What follows belongs to an exercise in optimizing a design on an open flow for small area, a short achievable clock period and few clock cycles per item; a production flow would make more cautious choices.
The RTL was checked by simulation tests, not by an equivalence proof against the original design.
No activity file was given, so power comes from the tool's default toggle rates.

--- config.mk ---
export PLATFORM = sky130hd
export DESIGN_NAME = rv_exec_top
export DESIGN_NICKNAME = rv_exec_top
export VERILOG_FILES = /design/flow/design.v
export SDC_FILE = /design/flow/constraint.sdc
export NUM_CORES = 4
export LEC_CHECK = 0
export CAP_MARGIN = 30
export CORE_MARGIN = 2
export CORE_UTILIZATION = 55
export CTS_BUF_LIST = sky130_fd_sc_hd__clkbuf_4 sky130_fd_sc_hd__clkbuf_8
export CTS_CLUSTER_SIZE = 20
export PLACE_DENSITY = 0.65
export SLEW_MARGIN = 20
--- constraint.sdc ---
create_clock -name core_clock -period 10.0 [get_ports {clk}]
set_input_delay 2.0000 -clock core_clock [delete_from_list [all_inputs] [get_ports {clk}]]
set_output_delay 2.0000 -clock core_clock [all_outputs]
set_load 0.01 [all_outputs]
--- design.v ---
`timescale 1ns/100ps
`default_nettype none
package rv_pkg;
    localparam logic [4:0] OPC_OP_IMM = 5'b00100;
    localparam logic [4:0] OPC_AUIPC  = 5'b00101;
    localparam logic [4:0] OPC_OP     = 5'b01100;
    localparam logic [4:0] OPC_LUI    = 5'b01101;
    localparam logic [4:0] OPC_BRANCH = 5'b11000;
    localparam logic [4:0] OPC_JALR   = 5'b11001;
    localparam logic [4:0] OPC_JAL    = 5'b11011;
    localparam logic [1:0] TRAP_NONE       = 2'd0;
    localparam logic [1:0] TRAP_ILLEGAL    = 2'd1;
    localparam logic [1:0] TRAP_MISALIGNED = 2'd2;
    localparam logic [1:0] TRAP_BUS        = 2'd3;
    localparam logic [1:0] AXI_RESP_OKAY = 2'b00;
endpackage
`default_nettype wire
`timescale 1ns/100ps
`default_nettype none
import rv_pkg::*;
module instr_decoder (
    input  wire logic [31:0] inst,
    output logic             legal,
    output logic             reg_b,       
    output logic             is_lui,
    output logic             is_auipc,
    output logic             is_jal,
    output logic             is_jalr,
    output logic             is_branch,
    output logic             sub_mode,    
    output logic             left,        
    output logic             fill,        
    output logic [8:0]       sel          
);
    logic [4:0] opcode;
    logic [2:0] funct3;
    logic [6:0] funct7;
    logic       f7_zero;
    logic       f7_alt;
    logic       is_op;
    logic       is_op_imm;
    logic       op_ok;
    logic       op_imm_ok;
    assign opcode  = inst[6:2];
    assign funct3  = inst[14:12];
    assign funct7  = inst[31:25];
    assign f7_zero = (funct7 == 7'b0000000);
    assign f7_alt  = (funct7 == 7'b0100000);
    assign is_op     = (opcode == OPC_OP);
    assign is_op_imm = (opcode == OPC_OP_IMM);
    assign is_lui    = (opcode == OPC_LUI);
    assign is_auipc  = (opcode == OPC_AUIPC);
    assign is_jal    = (opcode == OPC_JAL);
    assign is_jalr   = (opcode == OPC_JALR);
    assign is_branch = (opcode == OPC_BRANCH);
    assign reg_b     = is_op | is_branch;
    assign op_ok     = f7_zero | (f7_alt & (funct3 == 3'b000 || funct3 == 3'b101));
    assign op_imm_ok = (funct3 == 3'b001) ? f7_zero :
                       (funct3 == 3'b101) ? (f7_zero | f7_alt) : 1'b1;
    assign legal = (inst[1:0] == 2'b11) &&
                   ((is_op & op_ok) | (is_op_imm & op_imm_ok) | is_lui | is_auipc | is_jal |
                    (is_jalr & (funct3 == 3'b000)) |
                    (is_branch & (funct3[2:1] != 2'b01)));
    logic       is_alu;
    logic       rd_nz;
    assign is_alu = is_op | is_op_imm;
    assign rd_nz  = inst[11:7] != 5'd0;
    assign left   = funct3 == 3'b001;
    assign fill   = funct3 == 3'b101 && inst[30];
    assign sel[0] = rd_nz & ((is_alu & (funct3 == 3'b000)) | is_lui | is_auipc);
    for (genvar k = 1; k < 8; k++) begin : g_sel
        assign sel[k] = rd_nz & is_alu & (funct3 == k);
    end
    assign sel[8] = rd_nz & (is_jal | is_jalr);
    assign sub_mode = is_branch | ((is_op | is_op_imm) & (funct3[2:1] == 2'b01)) |
                      (is_op & (funct3 == 3'b000) & inst[30]);
endmodule
`default_nettype wire
`timescale 1ns/100ps
`default_nettype none
module alu (
    input  wire logic [31:0] a,
    input  wire logic [31:0] b,
    input  wire logic [4:0]  shamt,    
    input  wire logic [2:0]  funct3,
    input  wire logic        sub_mode,
    input  wire logic        left,     
    input  wire logic        fill,     
    input  wire logic [7:0]  sel,      
    output logic [31:0]      sum,
    output logic [31:0]      result,
    output logic             branch_taken
);
    logic        lt_u;
    logic        lt_s;
    logic        eq;
    logic [31:0] sh_in;
    logic [31:0] sh_out;
    logic [31:0] sh_rev;
    prefix_add #(.W(32)) adder (.a(a), .b(b), .cin(sub_mode), .s(sum), .cout());
    logic [31:0] lt_t [6];
    logic [31:0] eq_t [6];
    assign lt_t[0] = {1'b0, ~a[30:0] & ~b[30:0]};
    assign eq_t[0] = {1'b1, a[30:0] ^ b[30:0]};
    for (genvar l = 0; l < 5; l++) begin : g_cmp
        for (genvar i = 0; i < (32 >> (l + 1)); i++) begin : g_node
            assign lt_t[l+1][i] = lt_t[l][2*i+1] | (eq_t[l][2*i+1] & lt_t[l][2*i]);
            assign eq_t[l+1][i] = eq_t[l][2*i+1] & eq_t[l][2*i];
        end
        assign lt_t[l+1][31:(32 >> (l + 1))] = '0;
        assign eq_t[l+1][31:(32 >> (l + 1))] = '0;
    end
    assign lt_u = (~a[31] & ~b[31]) | ((a[31] ^ b[31]) & lt_t[5][0]);
    assign lt_s = (a[31] & b[31]) | ((a[31] ^ b[31]) & lt_t[5][0]);
    assign eq   = &(a ^ b);
    always_comb begin
        for (int i = 0; i < 32; i++)
            sh_in[i] = left ? a[31 - i] : a[i];
    end
    assign sh_out = $unsigned($signed({fill & a[31], sh_in}) >>> shamt);
    always_comb begin
        for (int i = 0; i < 32; i++)
            sh_rev[i] = sh_out[31 - i];
    end
    assign result = ({32{sel[0]}} & sum) |
                    ({32{sel[1]}} & sh_rev) |
                    {31'b0, (sel[2] & lt_s) | (sel[3] & lt_u)} |
                    ({32{sel[4]}} & (a ^ b)) |
                    ({32{sel[5]}} & sh_out) |
                    ({32{sel[6]}} & (a | b)) |
                    ({32{sel[7]}} & (a & b));
    assign branch_taken = funct3[0] ^ (funct3[2] ? (funct3[1] ? lt_u : lt_s) : eq);
endmodule
`default_nettype wire
`timescale 1ns/100ps
`default_nettype none
module prefix_add #(
    parameter int W = 32,
    parameter int L = 5      
) (
    input  wire logic [W-1:0] a,
    input  wire logic [W-1:0] b,
    input  wire logic         cin,
    output logic [W-1:0]      s,
    output logic              cout
);
    logic [W-1:0] p0;
    logic [W-1:0] g [L+1];
    logic [W-1:0] p [L+1];
    assign p0   = a ^ b;
    assign g[0] = (a & b) | {{(W-1){1'b0}}, p0[0] & cin};
    assign p[0] = p0;
    for (genvar l = 0; l < L; l++) begin : g_lvl
        for (genvar i = 0; i < W; i++) begin : g_bit
            if ((i >> l) % 2 == 1) begin : g_op
                localparam int J = ((i >> l) << l) - 1;
                assign g[l+1][i] = g[l][i] | (p[l][i] & g[l][J]);
                assign p[l+1][i] = p[l][i] & p[l][J];
            end else begin : g_pass
                assign g[l+1][i] = g[l][i];
                assign p[l+1][i] = p[l][i];
            end
        end
    end
    assign s    = p0 ^ {g[L][W-2:0], cin};
    assign cout = g[L][W-1];
endmodule
`default_nettype wire
`timescale 1ns/100ps
`default_nettype none
module reg_file (
    input  wire logic        clk,
    input  wire logic        rst_n,
    input  wire logic [4:0]  rs1,
    input  wire logic [4:0]  rs2,
    output logic [31:0]      rs1_data,
    output logic [31:0]      rs2_data,
    input  wire logic        we,
    input  wire logic [4:0]  rd,
    input  wire logic [31:0] wdata
);
    logic [31:0] regs [1:31];
    logic [31:1] valid;
    logic [31:0] grp1 [4];
    logic [31:0] grp2 [4];
    always_ff @(posedge clk or negedge rst_n) begin
        if (!rst_n)
            valid <= '0;
        else if (we && rd != 5'd0)
            valid[rd] <= 1'b1;
    end
    for (genvar i = 1; i < 32; i++) begin : g_reg
        always_ff @(posedge clk) begin
            if (we && rd == i)
                regs[i] <= wdata;
        end
    end
    always_comb begin
        for (int j = 0; j < 4; j++) begin
            grp1[j] = '0;
            grp2[j] = '0;
            for (int k = 0; k < 8; k++) begin
                if (j * 8 + k != 0) begin
                    grp1[j] = grp1[j] | (regs[j * 8 + k] & {32{valid[j * 8 + k] && rs1[2:0] == k}});
                    grp2[j] = grp2[j] | (regs[j * 8 + k] & {32{valid[j * 8 + k] && rs2[2:0] == k}});
                end
            end
        end
    end
    assign rs1_data = grp1[rs1[4:3]];
    assign rs2_data = grp2[rs2[4:3]];
endmodule
`default_nettype wire
`timescale 1ns/100ps
`default_nettype none
import rv_pkg::*;
module pc_unit (
    input  wire logic [31:2] pc,        
    input  wire logic [31:2] next_seq,  
    input  wire logic [31:0] inst,
    output logic [31:2]      predicted,
    output logic             near       
);
    logic [9:2] j_low;
    logic [9:2] b_low;
    logic       j_c;
    logic       b_c;
    logic       sign;
    prefix_add #(.W(8), .L(3)) j_add (
        .a (pc[9:2]), .b (inst[29:22]), .cin (1'b0), .s (j_low), .cout (j_c)
    );
    prefix_add #(.W(8), .L(3)) b_add (
        .a (pc[9:2]), .b ({inst[29:25], inst[11:9]}), .cin (1'b0), .s (b_low), .cout (b_c)
    );
    assign sign = inst[31];
    assign near = (inst[6:2] == OPC_JAL)
                ? ({inst[19:12], inst[20], inst[30]} == {10{sign}}) && (j_c == sign)
                : ({inst[7], inst[30]} == {2{sign}}) && (b_c == sign);
    always_comb begin
        if (inst[6:2] == OPC_JAL)
            predicted = {pc[31:10], j_low};
        else if (inst[6:2] == OPC_BRANCH)
            predicted = {pc[31:10], b_low};
        else
            predicted = next_seq;
    end
endmodule
`default_nettype wire
`timescale 1ns/100ps
`default_nettype none
import rv_pkg::*;
module core_ctrl #(
    parameter logic [31:0] reset_pc = 32'h0000_0000
) (
    input  wire logic        clk,
    input  wire logic        rst_n,
    output logic             arvalid,
    input  wire logic        arready,
    output logic [31:2]      ar_addr,
    input  wire logic        rvalid,
    output logic             rready,
    input  wire logic [1:0]  rresp,
    input  wire logic [31:2] predicted,   
    output logic [31:2]      pc,          
    output logic             execute,     
    input  wire logic        commit,
    input  wire logic        redirect,    
    input  wire logic [31:2] redirect_pc,
    input  wire logic        trap,        
    input  wire logic [1:0]  cause,
    output logic             halted,
    output logic [1:0]       trap_cause
);
    logic drop;       
    logic refetch;    
    logic ar_free;
    logic decode;     
    logic bus_err;
    logic stop;
    assign rready  = 1'b1;
    assign ar_free = !arvalid || arready;
    assign halted  = (trap_cause != TRAP_NONE);
    assign decode  = !execute && rvalid && !drop && !halted;
    assign bus_err = decode && rresp != AXI_RESP_OKAY;
    assign stop    = halted || trap || bus_err;
    always_ff @(posedge clk or negedge rst_n) begin
        if (!rst_n) begin
            arvalid    <= 1'b1;
            ar_addr    <= reset_pc[31:2];
            pc         <= reset_pc[31:2];
            execute    <= 1'b0;
            drop       <= 1'b0;
            refetch    <= 1'b0;
            trap_cause <= TRAP_NONE;
        end else begin
            execute <= decode && !bus_err;
            if (redirect)
                drop <= 1'b1;
            else if (rvalid)
                drop <= 1'b0;
            if (ar_free) begin
                arvalid <= !stop && (decode || redirect || refetch);
                refetch <= 1'b0;
                if (decode)
                    ar_addr <= predicted;
                else if (redirect)
                    ar_addr <= redirect_pc;
                else if (refetch)
                    ar_addr <= pc;
            end else if (redirect) begin
                refetch <= 1'b1;
            end
            if (commit)
                pc <= redirect ? redirect_pc : ar_addr;
            if (bus_err)
                trap_cause <= TRAP_BUS;
            else if (trap)
                trap_cause <= cause;
        end
    end
endmodule
`default_nettype wire
`timescale 1ns/100ps
`default_nettype none
import rv_pkg::*;
module rv_exec_top #(
    parameter logic [31:0] reset_pc = 32'h0000_0000
) (
    input  wire logic           clk,
    input  wire logic           rst_n,
    output logic                arvalid,
    input  wire logic           arready,
    output logic [31:0]         araddr,
    output logic [2:0]          arprot,
    input  wire logic           rvalid,
    output logic                rready,
    input  wire logic [31:0]    rdata,
    input  wire logic [1:0]     rresp,
    output logic                retire_valid,
    output logic [31:0]         retire_pc,
    output logic [4:0]          retire_rd,
    output logic [31:0]         retire_wdata,
    output logic                halted,
    output logic [1:0]          trap_cause,
    output logic [31:0]         trap_pc
);
    logic [31:2] ar_addr;
    logic [31:2] pc;
    logic [31:2] link;
    logic [31:2] predicted;
    logic        execute;
    logic [31:0] rs1_data;
    logic [31:0] rs2_data;
    logic        d_legal;
    logic        d_reg_b;
    logic        d_lui;
    logic        d_auipc;
    logic        d_jal;
    logic        d_jalr;
    logic        d_branch;
    logic        d_sub;
    logic        d_left;
    logic        d_fill;
    logic [8:0]  d_sel;
    logic [31:0] inst;
    logic [31:0] a;
    logic [31:0] b;         
    logic [4:0]  shamt;
    logic        legal;
    logic        is_lui;
    logic        is_auipc;
    logic        is_jal;
    logic        is_jalr;
    logic        is_branch;
    logic        sub_mode;
    logic        left;
    logic        fill;
    logic [8:0]  sel;
    logic [31:0] sum;
    logic [31:0] alu_result;
    logic        branch_taken;
    logic        jal_mis;
    logic        jalr_mis;
    logic        misaligned;
    logic        ok;
    logic        commit;
    logic        trap;
    logic        redirect;
    logic [31:2] redirect_pc;
    logic [31:2] target;
    logic        d_near;
    logic        near;
    logic [4:0]  rd;
    logic        rd_nz;
    logic        we;
    logic [31:0] wdata;
    assign araddr  = {ar_addr, 2'b00};
    assign arprot  = 3'b100;  
    assign trap_pc = {pc, 2'b00};  
    prefix_add #(.W(30)) link_add (.a(pc), .b(30'd0), .cin(1'b1), .s(link), .cout());
    pc_unit pc_unit_inst (
        .pc        (pc),
        .next_seq  (link),
        .inst      (rdata),
        .predicted (predicted),
        .near      (d_near)
    );
    instr_decoder instr_decoder_inst (
        .inst      (rdata),
        .legal     (d_legal),
        .reg_b     (d_reg_b),
        .is_lui    (d_lui),
        .is_auipc  (d_auipc),
        .is_jal    (d_jal),
        .is_jalr   (d_jalr),
        .is_branch (d_branch),
        .sub_mode  (d_sub),
        .left      (d_left),
        .fill      (d_fill),
        .sel       (d_sel)
    );
    reg_file reg_file_inst (
        .clk      (clk),
        .rst_n    (rst_n),
        .rs1      (rdata[19:15]),
        .rs2      (rdata[24:20]),
        .rs1_data (rs1_data),
        .rs2_data (rs2_data),
        .we       (we),
        .rd       (rd),
        .wdata    (wdata)
    );
    always_ff @(posedge clk) begin
        inst      <= rdata;
        a         <= (rs1_data & {32{!(d_lui || d_auipc)}}) | ({pc, 2'b00} & {32{d_auipc}});
        b         <= (d_reg_b ? rs2_data :
                      (d_lui || d_auipc) ? {rdata[31:12], 12'b0} : {{20{rdata[31]}}, rdata[31:20]}) ^
                     {32{d_sub}};
        shamt     <= d_reg_b ? rs2_data[4:0] : rdata[24:20];
        legal     <= d_legal;
        is_lui    <= d_lui;
        is_auipc  <= d_auipc;
        is_jal    <= d_jal;
        is_jalr   <= d_jalr;
        is_branch <= d_branch;
        sub_mode  <= d_sub;
        left      <= d_left;
        fill      <= d_fill;
        sel       <= d_sel;
        near      <= d_near;
    end
    alu alu_inst (
        .a            (a),
        .b            (b),
        .shamt        (shamt),
        .funct3       (inst[14:12]),
        .sub_mode     (sub_mode),
        .left         (left),
        .fill         (fill),
        .sel          (sel[7:0]),
        .sum          (sum),
        .result       (alu_result),
        .branch_taken (branch_taken)
    );
    assign rd       = inst[11:7];
    assign jal_mis  = is_jal & inst[21];
    assign jalr_mis = is_jalr & (a[1] ^ inst[21] ^ (a[0] & inst[20]));
    assign misaligned = jal_mis | jalr_mis | (is_branch & branch_taken & inst[8]);
    assign ok       = execute && legal;
    assign commit   = ok && !misaligned;
    assign trap     = execute && (!legal || misaligned);
    prefix_add #(.W(30)) target_add (
        .a    (pc),
        .b    (is_jal ? {{12{inst[31]}}, inst[19:12], inst[20], inst[30:22]}
                      : {{20{inst[31]}}, inst[7], inst[30:25], inst[11:9]}),
        .cin  (1'b0),
        .s    (target),
        .cout ()
    );
    assign redirect = ok && ((is_branch && !branch_taken) || (is_jalr && !jalr_mis) ||
                             ((is_jal || (is_branch && branch_taken)) && !near));
    assign redirect_pc = is_jalr ? sum[31:2] : (is_branch && !branch_taken) ? link : target;
    assign rd_nz    = !is_branch && rd != 5'd0;
    assign we       = ok && rd_nz && !jal_mis && !jalr_mis;
    assign wdata = alu_result | ({32{sel[8]}} & {link, 2'b00});
    core_ctrl #(
        .reset_pc (reset_pc)
    ) core_ctrl_inst (
        .clk         (clk),
        .rst_n       (rst_n),
        .arvalid     (arvalid),
        .arready     (arready),
        .ar_addr     (ar_addr),
        .rvalid      (rvalid),
        .rready      (rready),
        .rresp       (rresp),
        .predicted   (predicted),
        .pc          (pc),
        .execute     (execute),
        .commit      (commit),
        .redirect    (redirect),
        .redirect_pc (redirect_pc),
        .trap        (trap),
        .cause       (legal ? TRAP_MISALIGNED : TRAP_ILLEGAL),
        .halted      (halted),
        .trap_cause  (trap_cause)
    );
    always_ff @(posedge clk or negedge rst_n) begin
        if (!rst_n)
            retire_valid <= 1'b0;
        else
            retire_valid <= commit;
    end
    always_ff @(posedge clk) begin
        retire_pc    <= {pc, 2'b00};
        retire_rd    <= rd_nz ? rd : 5'd0;
        retire_wdata <= wdata;
    end
endmodule
`default_nettype wire
--- flow/run.sh ---
#!/bin/bash
set -euo pipefail
MARGIN=${MARGIN:-6.5}
sed "s/CLKGATE_MAP_FILE= /CLKGATE_MAP_FILE= SETUP_SLACK_MARGIN=$MARGIN /" standard.sh > standard_margin.sh
bash standard_margin.sh > make_flow.log 2>&1
--- standard.sh ---
#!/bin/bash
# synth_recipe.tcl (not shown) runs the flow's synth.tcl, then flattens the netlist and writes it again
# the make line also repeats each setting of config.mk as NAME=value (left out here)
make -C /OpenROAD-flow-scripts/flow DESIGN_CONFIG=/design/flow/config.mk WORK_HOME=/design/flow/orfs CLKGATE_MAP_FILE= SYNTH_SCRIPT=/design/flow/synth_recipe.tcl "${@:-finish}"
==> results_dict.tcl, run 1 <==
set metrics [dict create \
    rsz0062_at_grt "true" \
    synth_area_per_cell_um2 11.9 \
    p_leak_nw 25.2 \
    antenna_found_initial 23 \
    synth-main-ff-cell "edfxtp_1" \
    cts-root-buf "clkbuf_8" \
    crit_arrival_ps 4510 \
    viasPerCell 7.55 \
    end_kind "flip-flop" \
    start_util_pct 55.7 \
    htree_levels 4 \
    via_count 54200 \
    die_x_um 336 \
    core_area_um2 109000 \
    rows 121 \
    grt_max_degree 58 \
    grt_use_total_pct 45.9 \
    route.detailed.drc 0 \
    setup_violations 0 \
    cts.sinks 1268 \
    status "complete, no violations" \
    synth_edf_count 992 \
    grt_pass1_wl_mm 366 \
    clockBufferDepth 3 \
    die_h_um 336 \
    worst_skew_pair.late_latency_ps 930 \
    nets 5690 \
    dp.cells 6481 \
    hold_buffers 0 \
    io_pins 180 \
    tightest_slew_ps 1100 \
    max_freq_mhz 270 \
    synth_warnings 19 \
    drt_iter0_drc 10700 \
    cts_tree "built" \
    first_pass_iters 10 \
    final_antenna_net_count 0 \
    relSlewSlack_pct 27.0 \
    ys_seq_elements 1268 \
    syn_area_um2 60800 \
    hold_viol_final 0 \
    synth_cells 5105 \
    totalWireLength_mm 277 \
    fin_cells 7178 \
    period_share_pct 37.0 \
    dieArea_um2 113000 \
    port_buffers 169 \
    powerDensity_nw_per_um2 155 \
    fin_skew_ps 52.0 \
    finalCriticalPeriod_ps 3700 \
    hp-class "reg -> reg" \
    crit_type "reg -> reg" \
    peakVddDrop_uv 146 \
    first_global_vias 48600 \
    clkTransAtPathRegs_ps 60 \
    cap_violations 0 \
    gp_congestion 1.01 \
    drive_gt1_share_pct 28.0 \
    numCtsBuffers 198 \
    yosysSeqAreaShare_pct 58.9 \
    maxSlewViolCount 0 \
    areaGrowthSynthToFinish_pct 24.3 \
    finalSetupTns_ps 0 \
    grt_overflow 0 \
    critPathLaunchType "flip-flop" \
    detailed_place_hpwl_mm 162 \
    synth_cell_types 96 \
    routedWlPerCell_um 38.6 \
    worstPathMaxFanout 6 \
    async_flop_share_pct 7.73 \
    worstPathRequired_ps 10810 \
]
==> worst max-delay path, cell delays in order, from the launching register on <==
cell	delay, ps
dfxtp_4	410
inv_1	90
ha_4	330
and3_4	220
and3_4	240
nand4b_1	240
xor2_2	250
a2bb2oi_4	200
nand2_4	130
a311o_2	450
buf_12	170
a21o_4	230
buf_6	120
buf_12	140
and2_4	140
a31o_1	190
==> per-layer routing <==
layer / wire (um) / part of all wire [%] / GRT usage, % / vias up
met5: 456 / 0.16 / 0 / -
met4: 24500 / 8.8 / 29.1 / 26
met3: 45700 / 16 / 16.9 / 1342
met2: 112000 / 40 / 64.8 / 5448
met1: 94700 / 34 / 59.8 / 26200
li1: - / - / - / 21200
==> through the flow <==
stage               setup slack (ps)  total power, W  util (%)  instance area, um2  hold WS, ps
global placement                4210         0.00691      59.3               64700          481
floorplan                       6180         0.00645         -               62100          427
CTS                             6310          0.0115      66.4               72500          493
finish                          6300          0.0117      69.2               75500          500
detailed placement              4200         0.00692      59.4               64800          475
global route                    6310          0.0120      69.2               75500          501
==> kinds of logic after synthesis <==
logic type	Yosys count	synth area share, %
buf+inv	566	3.72
compound gates	1710	20.9
mux	77	1.99
other cells	2	0.0124
flops	1268	58.9
fa+ha+maj	136	3.01
xor+xnor	111	1.60
simple gates	1235	9.88
==> cells in the final DEF, fill, tap and decap left out, drive strengths merged, types with 45 or more instances in the layout <==
cell / netlist / final
a222oi: 67 / 67
clkbuf: 367 / 330
nor2: 231 / 233
a22oi: 450 / 450
buf: 75 / 522
dfxtp: 178 / 178
nand3: 135 / 137
a22o: 189 / 189
ha: 119 / 119
xnor2: 72 / 72
and2: 63 / 63
nand2: 431 / 432
edfxtp: 992 / 992
inv: 122 / 125
a21oi: 196 / 197
dfrtp: 97 / 97
clkinv: 2 / 63
nand4: 175 / 175
a221oi: 239 / 239
o21ai: 239 / 239
clkdlybuf4s15: 0 / 45
==> where the power goes <==
| part | switching, W | total (W) | internal [W] |
|---|---|---|---|
| clock | 0.00212 | 0.00460 | 0.00248 |
| sequential | 0.0000656 | 0.00581 | 0.00575 |
| combinational | 0.000854 | 0.00130 | 0.000443 |
| total | 0.00304 | 0.0117 | 0.00867 |
==> worst paths after layout <==
| path | from | endpoint | slack [ps] | depth (start not counted) |
|---|---|---|---|---|
| max | b[30] | core_ctrl_inst.ar_addr[19] | 6300 | 15 |
| min reg2reg | reg_file_inst.valid[8] | reg_file_inst.valid[8] | 500 | 1 |
| min in group asynchronous | rst_n | core_ctrl_inst.ar_addr[13] | 1070 | 1 |
| max reg2reg | b[30] | core_ctrl_inst.ar_addr[19] | 6300 | 15 |
| max in group asynchronous | rst_n | core_ctrl_inst.pc[2] | 7670 | 2 |
| min | reg_file_inst.valid[8] | reg_file_inst.valid[8] | 500 | 1 |
==> cells in the mapped netlist (all sizes together) (21+ instances only) <==
cell    count  area (um2)
o211ai     27         203
a21o       34         255
a22oi     450        3380
nand4     175        1090
nand3b     34         255
nor3       36         191
and3       40         255
nand2     431        1620
o21bai     28         210
o21ai     239        1200
a21oi     196         985
mux4       33         743
dfxtp     178        3560
xnor2      72         631
a222oi     67         671
clkbuf    367        1380
and2       63         394
dfrtp      97        2430
nand2b     26         163
ha        119        1490
nor2      231         867
a31oi      25         171
o31ai      23         183
mux2i      33         343
buf        75         415
nand3     135         681
xor2       39         342
a221oi    239        2090
o221ai     22         193
inv       122         458
a211oi     40         305
a22o      189        1660
a221o      21         210
edfxtp    992       29800
==> repair_timing <==
item | CTS | global route
resized for setup | 993 | 406
buffers inserted | 159 | 97
cloned | 26 | 29
pin swaps | 87 | 139
endpoints found under the setup margin | 1781 | 1289
==> layout make-up <==
class / count / area [um2]
fill: 7809 / 33600
antenna: 12 / 30.0
multi-input combinational: 3287 / 25900
inverter: 124 / 483
timing repair inverter: 1 / 5.00
tap: 1476 / 1850
timing repair buffer: 636 / 7070
sequential: 1268 / 36000
clock inverter: 79 / 597
clock buffer: 295 / 3570
==> flip-flops by register name, summed over array words and instances, names as in the netlist, 2 cells and up <==
signal	flops
a	32
reg_file_inst.regs	992
core_ctrl_inst.trap_cause	2
shamt	5
sel	9
retire_pc	30
inst	25
retire_rd	5
core_ctrl_inst.pc	30
b	32
core_ctrl_inst.ar_addr	30
reg_file_inst.valid	31
retire_wdata	32
Testbench counts, summed over its fixed seeds: cycles 20,403, items 9,600.
==> run 2: changes to the inputs <==
--- a/config.mk
+++ b/config.mk
@@ -7,8 +7,8 @@
 export LEC_CHECK = 0
 export CAP_MARGIN = 30
 export CORE_MARGIN = 2
-export CORE_UTILIZATION = 55
+export CORE_UTILIZATION = 75
 export CTS_BUF_LIST = sky130_fd_sc_hd__clkbuf_4 sky130_fd_sc_hd__clkbuf_8
 export CTS_CLUSTER_SIZE = 20
-export PLACE_DENSITY = 0.65
+export PLACE_DENSITY = 0.85
 export SLEW_MARGIN = 20
==> run 2 against run 1 <==
The run now fails in global routing (5_1_grt). Synthesized cell count unchanged. Synthesized area unchanged.
==> results_dict.tcl, run 2 <==
set metrics [dict create \
    status "stopped before the end" \
    failed_stage "global routing (5_1_grt)" \
    stop_error "[ERROR GRT-0232] Routing congestion too high. Check the congestion heatmap in the GUI." \
    die_x_um 289 \
    rows 104 \
    yosysMostFrequentCell "edfxtp_1" \
    yosys.area.top_type "edfxtp_1" \
    worstEndpointGrtRepair "reg_file_inst.regs[15][16]$_DFFE_PP_/D" \
    grt_overflow 591 \
    cts-root-buf "clkbuf_8" \
    synthTopCellsByCount "992 x edfxtp_1, 450 x a22oi_1, 430 x nand2_1, 367 x clkbuf_1, 239 x a221oi_1" \
    numCtsBuffers 188 \
    ys_seq_elements 1268 \
    netlist_top_cells_area "edfxtp_1 49%, dfxtp_1 5.9%, a22oi_1 5.6%, dfrtp_1 4.0%, a221oi_1 3.4%" \
    htree_levels 4 \
    die_h_um 289 \
    async_flop_share_pct 7.73 \
    placed_area_um2 64300 \
    grt_use_total_pct 88.4 \
    gp_congestion 1.15 \
    dp_slack_ps 4400 \
    synth_edf_count 992 \
    cts.sinks 1268 \
    dp.cells 6060 \
    synth_top_area_share_pct 49.0 \
    start_util_pct 75.6 \
    io_pins 180 \
    synth-main-ff-cell "edfxtp_1" \
    synth_cell_types 96 \
    synth_warnings 19 \
    port_buffers 169 \
    yosysSeqAreaShare_pct 58.9 \
    grt_max_degree 70 \
    detailed_place_hpwl_mm 152 \
    hold_buffers 0 \
    endpoint_type "register input" \
    clockBufferDepth 3 \
    syn_area_um2 60800 \
    synth_area_per_cell_um2 11.9 \
    synth_cells 5105 \
]
## run 2: cell counts after synthesis
Identical to the previous run, type by type.
## run 2: worst max path at each step
stage / start / end / slack (ps) / depth (start not counted)
floorplan: rdata[20] / b[11] / 6180 / 13
global placement: rdata[5] / b[17] / 4480 / 9
detailed placement: rdata[5] / b[17] / 4400 / 9
CTS: a[0] / reg_file_inst.regs[10][16] / 6330 / 14
## run 2: metal layers
metal	GRT overflow	GRT usage, %
met1	35	88.4
met2	242	97.2
met3	38	81.5
met4	268	87.7
met5	8	59.5
## run 2: logic make-up after synthesis
| group | count (synthesis) | share of synthesized area (%) |
|---|---|---|
| AO/OA/AOI/OAI | 1710 | 20.9 |
| flip-flops | 1268 | 58.9 |
| AND/OR/NAND/NOR | 1235 | 9.88 |
| buffers and inverters | 566 | 3.72 |
| adder cells (fa/ha/maj) | 136 | 3.01 |
| XOR/XNOR | 111 | 1.60 |
| multiplexers | 77 | 1.99 |
| other | 2 | 0.0124 |
## run 2: stage by stage
stage | hold slack, ps | power, W
after floorplan | 427 | 0.00645
after global placement | 450 | 0.00687
after detailed placement | 460 | 0.00689
after CTS | 475 | 0.0114
## run 2: power groups by stage
stage | Sequential (W) | Combinational [W] | Clock, W
after floorplan | 0.00589 | 0.000563 | 0
after global placement | 0.00592 | 0.000943 | 0
after detailed placement | 0.00593 | 0.000963 | 0
after CTS | 0.00581 | 0.00109 | 0.00447
## run 2: what timing repair did
| item | in CTS |
|---|---|
| gates resized for setup | 930 |
| pin swaps | 82 |
| buffers inserted | 147 |
| setup endpoints to repair | 1745 |
| cloned | 20 |

-- port drivers added, routing unchanged --
How much do the figures lean on ideal ports? The routed layout below was timed once more, with nothing changed but the port constraints. Step 1 (the two cells are an assumption about what drives the block):
set clk [get_ports {clk}]
set_driving_cell -lib_cell sky130_fd_sc_hd__clkbuf_16 $clk
set_driving_cell -lib_cell sky130_fd_sc_hd__buf_2 [delete_from_list [all_inputs] $clk]
Step 2 times the ports against the registers' clock, not the clock port: input delays grow and output delays shrink by t, the midpoint of the rising clock arrivals with the driver on. Three values: ideal, step 1, step 2; two values: the first two.
run: run 1
t, ns: 0.984
setup WS [ns]: 6.296 / 6.296 / 5.340
pins driven straight from the clock port: 1
After both steps run 1 still meets setup and hold. For run 1, drivers alone change the setup slack by 0.000 ns; drivers and shift together by -0.956 ns.
